Background: an optimization exercise with open tools, aiming at small area and a short achievable clock period. Do not read the settings as production practice. The RTL was checked by simulation tests, not by an equivalence proof against the original design. Power is estimated from default activity; no workload was simulated.

==> flow/design.v <==
`default_nettype none
package rqfbi_pkg;
	localparam int RQFBI_DEPTH     = 16;
	localparam int RQFBI_ITEM_BITS = 32;
	localparam int KIND_W          = 3;
	localparam int DATA_W          = 32;
	localparam int CAP_W           = 5;
	localparam logic [KIND_W-1:0] KIND_SEND_BACK  = 3'd0;
	localparam logic [KIND_W-1:0] KIND_SEND_FRONT = 3'd1;
	localparam logic [KIND_W-1:0] KIND_RECEIVE    = 3'd2;
	localparam logic [KIND_W-1:0] KIND_PEEK       = 3'd3;
	localparam logic [KIND_W-1:0] KIND_DROP_FRONT = 3'd4;
	localparam logic [KIND_W-1:0] KIND_FLUSH      = 3'd5;
	typedef struct packed {
		logic [KIND_W-1:0] kind;
		logic [DATA_W-1:0] item_data;
	} rqfbi_cmd_t;
	typedef struct packed {
		logic              accepted;
		logic [DATA_W-1:0] out_data;
		logic [CAP_W-1:0]  items_held;
		logic [CAP_W-1:0]  slots_free;
		logic              is_empty;
		logic              is_full;
	} rqfbi_res_t;
endpackage
`default_nettype wire
`default_nettype none
module ring_queue_front_back_insert #(
	parameter int DEPTH     = rqfbi_pkg::RQFBI_DEPTH,
	parameter int ITEM_BITS = rqfbi_pkg::RQFBI_ITEM_BITS
) (
	input  wire logic                          clk,
	input  wire logic                          arst_n,
	input  wire logic                          start,
	output logic                               busy,
	input  wire rqfbi_pkg::rqfbi_cmd_t         cmd,
	input  wire logic                          cfg_valid,
	output logic                               cfg_ready,
	input  wire logic [rqfbi_pkg::CAP_W-1:0]   cfg_data,
	output logic                               done,
	output rqfbi_pkg::rqfbi_res_t              result
);
	localparam int IDX_W = 4;
	localparam int CW    = rqfbi_pkg::CAP_W;
	logic [ITEM_BITS-1:0] mem [16];
	logic [ITEM_BITS-1:0] rd_data_q;
	logic [CW-1:0]    held_q;
	logic [CW-1:0]    free_q;
	logic [CW-1:0]    cap_q;
	logic             nempty_q;
	logic             full_q;
	logic [15:0]      head_q;
	logic [IDX_W-1:0] tail_q;
	logic             valid_s1;
	logic             acc_s1;
	logic [CW-1:0]    res_held_q;
	logic [CW-1:0]    res_free_q;
	logic             res_empty_q;
	logic             res_full_q;
	logic [CW-1:0]    held_d;
	logic [CW-1:0]    free_d;
	logic             nempty_d;
	logic             full_d;
	logic [15:0]      head_d;
	logic [IDX_W-1:0] tail_d;
	logic [15:0]      tail_dec;
	logic             fire;
	logic             cfg_fire;
	logic [CW-1:0]    cap_sat;
	logic             is_sb, is_sf, is_rd, is_pop, is_flush;
	logic             do_push, do_pop, rd_ok;
	logic             acc_d;
	logic [15:0]      we;
	logic [ITEM_BITS-1:0] front;
	assign busy      = cfg_valid;
	assign cfg_ready = ~valid_s1;
	assign fire      = start & ~cfg_valid;
	assign cfg_fire  = cfg_valid & ~valid_s1;
	always_comb begin
		if (cfg_data == '0) begin
			cap_sat = CW'(1);
		end else if (cfg_data > CW'(16)) begin
			cap_sat = CW'(16);
		end else begin
			cap_sat = cfg_data;
		end
	end
	assign is_sb    = cmd.kind == rqfbi_pkg::KIND_SEND_BACK;
	assign is_sf    = cmd.kind == rqfbi_pkg::KIND_SEND_FRONT;
	assign is_rd    = (cmd.kind == rqfbi_pkg::KIND_RECEIVE) | (cmd.kind == rqfbi_pkg::KIND_PEEK);
	assign is_pop   = (cmd.kind == rqfbi_pkg::KIND_RECEIVE) | (cmd.kind == rqfbi_pkg::KIND_DROP_FRONT);
	assign is_flush = cmd.kind == rqfbi_pkg::KIND_FLUSH;
	assign do_push = (is_sb | is_sf) & ~full_q;
	assign do_pop  = is_pop & nempty_q;
	assign rd_ok   = is_rd & nempty_q;
	assign acc_d   = do_push | rd_ok | do_pop | is_flush;
	always_comb begin
		for (int i = 0; i < 16; i++) begin
			we[i] = ~held_q[CW-1] & (tail_dec[i] | head_q[(i + 1) % 16]);
		end
	end
	always_comb begin
		for (int i = 0; i < 16; i++) begin
			tail_dec[i] = tail_q == IDX_W'(i);
		end
	end
	always_ff @(posedge clk) begin
		for (int i = 0; i < 16; i++) begin
			if (we[i]) begin
				mem[i] <= ITEM_BITS'(cmd.item_data);
			end
		end
	end
	always_comb begin
		front = '0;
		for (int i = 0; i < 16; i++) begin
			front = front | ({ITEM_BITS{head_q[i]}} & mem[i]);
		end
	end
	always_ff @(posedge clk) begin
		rd_data_q <= {ITEM_BITS{rd_ok}} & front;
		acc_s1    <= acc_d;
	end
	always_comb begin
		held_d  = held_q;
		free_d  = free_q;
		nempty_d = nempty_q;
		full_d  = full_q;
		head_d  = head_q;
		tail_d  = tail_q;
		if (cfg_fire) begin
			held_d  = '0;
			free_d  = cap_sat;
			nempty_d = 1'b0;
			full_d  = 1'b0;
			head_d  = 16'd1;
			tail_d  = '0;
		end else if (fire) begin
			if (is_flush) begin
				held_d  = '0;
				free_d  = cap_q;
				nempty_d = 1'b0;
				full_d  = 1'b0;
				head_d  = 16'd1;
				tail_d  = '0;
			end else if (do_push) begin
				held_d  = held_q + CW'(1);
				free_d  = free_q - CW'(1);
				nempty_d = 1'b1;
				full_d  = free_q == CW'(1);
				if (is_sf) begin
					head_d = {head_q[0], head_q[15:1]};
				end else begin
					tail_d = tail_q + IDX_W'(1);
				end
			end else if (do_pop) begin
				held_d  = held_q - CW'(1);
				free_d  = free_q + CW'(1);
				nempty_d = held_q != CW'(1);
				full_d  = 1'b0;
				head_d  = {head_q[14:0], head_q[15]};
			end
		end
	end
	always_ff @(posedge clk or negedge arst_n) begin
		if (!arst_n) begin
			held_q   <= '0;
			free_q   <= CW'(16);
			nempty_q <= 1'b0;
			cap_q    <= CW'(16);
			full_q   <= 1'b0;
			head_q   <= 16'd1;
			tail_q   <= '0;
			valid_s1 <= 1'b0;
		end else begin
			valid_s1 <= fire;
			held_q   <= held_d;
			free_q   <= free_d;
			nempty_q <= nempty_d;
			if (cfg_fire) begin
				cap_q <= cap_sat;
			end
			full_q   <= full_d;
			head_q   <= head_d;
			tail_q   <= tail_d;
		end
	end
	always_ff @(posedge clk) begin
		res_held_q  <= held_d;
		res_free_q  <= free_d;
		res_empty_q <= ~nempty_d;
		res_full_q  <= full_d;
	end
	assign done = valid_s1;
	always_comb begin
		result            = '0;
		result.accepted   = acc_s1;
		result.out_data   = rqfbi_pkg::DATA_W'(rd_data_q);
		result.items_held = res_held_q;
		result.slots_free = res_free_q;
		result.is_empty   = res_empty_q;
		result.is_full    = res_full_q;
	end
endmodule
`default_nettype wire
`default_nettype none
module rqfbi_top (
	input  wire logic        clk,
	input  wire logic        arst_n,
	input  wire logic        start,
	output logic             busy,
	input  wire logic [2:0]  cmd_kind,
	input  wire logic [31:0] cmd_data,
	input  wire logic        cfg_valid,
	output logic             cfg_ready,
	input  wire logic [4:0]  cfg_data,
	output logic             done,
	output logic             res_accepted,
	output logic [31:0]      res_out_data,
	output logic [4:0]       res_items_held,
	output logic [4:0]       res_slots_free,
	output logic             res_is_empty,
	output logic             res_is_full
);
	rqfbi_pkg::rqfbi_cmd_t cmd;
	rqfbi_pkg::rqfbi_res_t result;
	assign cmd.kind      = cmd_kind;
	assign cmd.item_data = cmd_data;
	ring_queue_front_back_insert u_q (
		.clk       (clk),
		.arst_n    (arst_n),
		.start     (start),
		.busy      (busy),
		.cmd       (cmd),
		.cfg_valid (cfg_valid),
		.cfg_ready (cfg_ready),
		.cfg_data  (cfg_data),
		.done      (done),
		.result    (result)
	);
	assign res_accepted   = result.accepted;
	assign res_out_data   = result.out_data;
	assign res_items_held = result.items_held;
	assign res_slots_free = result.slots_free;
	assign res_is_empty   = result.is_empty;
	assign res_is_full    = result.is_full;
endmodule
`default_nettype wire
export LEC_CHECK = 0
export CAP_MARGIN = 20
export CORE_MARGIN = 2
export CORE_UTILIZATION = 65
export CTS_CLUSTER_DIAMETER = 100
export CTS_CLUSTER_SIZE = 25
export SETUP_SLACK_MARGIN = 2.0
export SLEW_MARGIN = 20
create_clock -name core_clock -period 4.0 [get_ports {clk}]
standard.sh (not shown) runs the stock make flow with config.mk's settings and CLKGATE_MAP_FILE= SYNTH_SCRIPT=/design/flow/synth_recipe.tcl, a recipe that flattens the netlist after the stock synthesis.
==> flow/flow/run.sh <==
#!/bin/bash
# standard layout, with plain buffers (not delay cells) on the ports
set -o pipefail
bash standard.sh "BUFFER_PORTS_ARGS=-buffer_cell sky130_fd_sc_hd__buf_2" finish > standard.log 2>&1
The starting point finished clean.
Edit:
Settings changed: CORE_UTILIZATION 65 to 40.
What happened: Sequential share of layout area falls by 0.68 points; sequential power stays flat; global-route usage shrinks by 11 points; die area goes up by well over a third; wire length rose by a few percent; via count came out lower by a few percent; setup slack is worse by 0.0064 ns.
Edit:
Settings changed: GPL_TIMING_DRIVEN from default to 0.
- sequential cell count stays the same
- core utilization increases by 1.7 points
- sequential share of layout area decreases by 2.7 points
- global-route usage increases by 3.6 points
- worst setup slack is worse by 0.021 ns
- non-clock buffer count increases by 79
- clock power increases by about 1%
- synthesized area is unchanged
- wire length increases by 16%
- cell area increases by 3.8%

Starts from the design.v that is shown in full above.
clock: 4.0 ns
lec_check: 0
cap_margin: 20
core_margin: 2
core_utilization: 40
cts_cluster_diameter: 80
cts_cluster_size: 22
setup_slack_margin: 2.1
slew_margin: 20
==> flow/flow/run.sh <==
#!/bin/bash
# standard layout, with plain buffers (not delay cells) on the ports and no gate
# cloning in timing repair; synthesis buffers are removed at floorplan
set -o pipefail
bash standard.sh "BUFFER_PORTS_ARGS=-buffer_cell sky130_fd_sc_hd__buf_2" SKIP_GATE_CLONING=1 REMOVE_ABC_BUFFERS=1 finish > standard.log 2>&1
Next try:
==> flow/flow/run.sh (replaced) <==
#!/bin/bash
# standard layout, with plain buffers (not delay cells) on the ports
set -o pipefail
bash standard.sh "BUFFER_PORTS_ARGS=-buffer_cell sky130_fd_sc_hd__buf_2" finish > standard.log 2>&1
Settings changed: CTS_CLUSTER_DIAMETER 80 to 100, CTS_CLUSTER_SIZE 22 to 25.
Effect: Total power fell by 4.7%. Core utilization is higher by 0.24 points. Worst setup slack is worse by 0.061 ns.
Next try:
Settings changed: GPL_ROUTABILITY_DRIVEN set to 0, SETUP_SLACK_MARGIN 2.1 to 2.0.
The changed run produced a clean layout. Worst setup slack is worse by 0.015 ns. Clock power hardly moves. Routed wire length drops by 2.1%.

[what the ideal ports hide]
The results above use ideal ports. As a check the final layouts listed here were re-extracted and re-timed, cells and wires unchanged. Step 1, drivers: a clkbuf_16 drives clk and a buf_2 each remaining input, both assumed. Step 2 times the ports against the registers' clock, not the clock port: input delays grow and output delays shrink by t, the midpoint of the rising clock arrivals with the driver on. Slacks: no drivers / after step 1 / after step 2; pairs: no drivers / after step 1.
run | t (ns) | setup slack, ns | worst slew at a driven data input, ns
the first run of note 1 | 0.637 | 1.991 / 1.936 / 1.540 | 0.08
the second run of note 1 | 0.667 | 1.985 / 1.925 / 1.488 | 0.09
the third run of note 1 | 0.674 | 1.964 / 1.944 / 1.347 | 0.08
the first run of note 2 | 0.631 | 2.060 / 2.003 / 1.559 | 0.10
the second run of note 2 | 0.670 | 2.000 / 1.941 / 1.546 | 0.08
the third run of note 2 | 0.667 | 1.985 / 1.925 / 1.488 | 0.09
After both steps setup and hold are still met in every run listed. For the third run of note 1, which loses most, drivers alone change the setup slack by -0.020 ns; drivers and shift together by -0.617 ns.
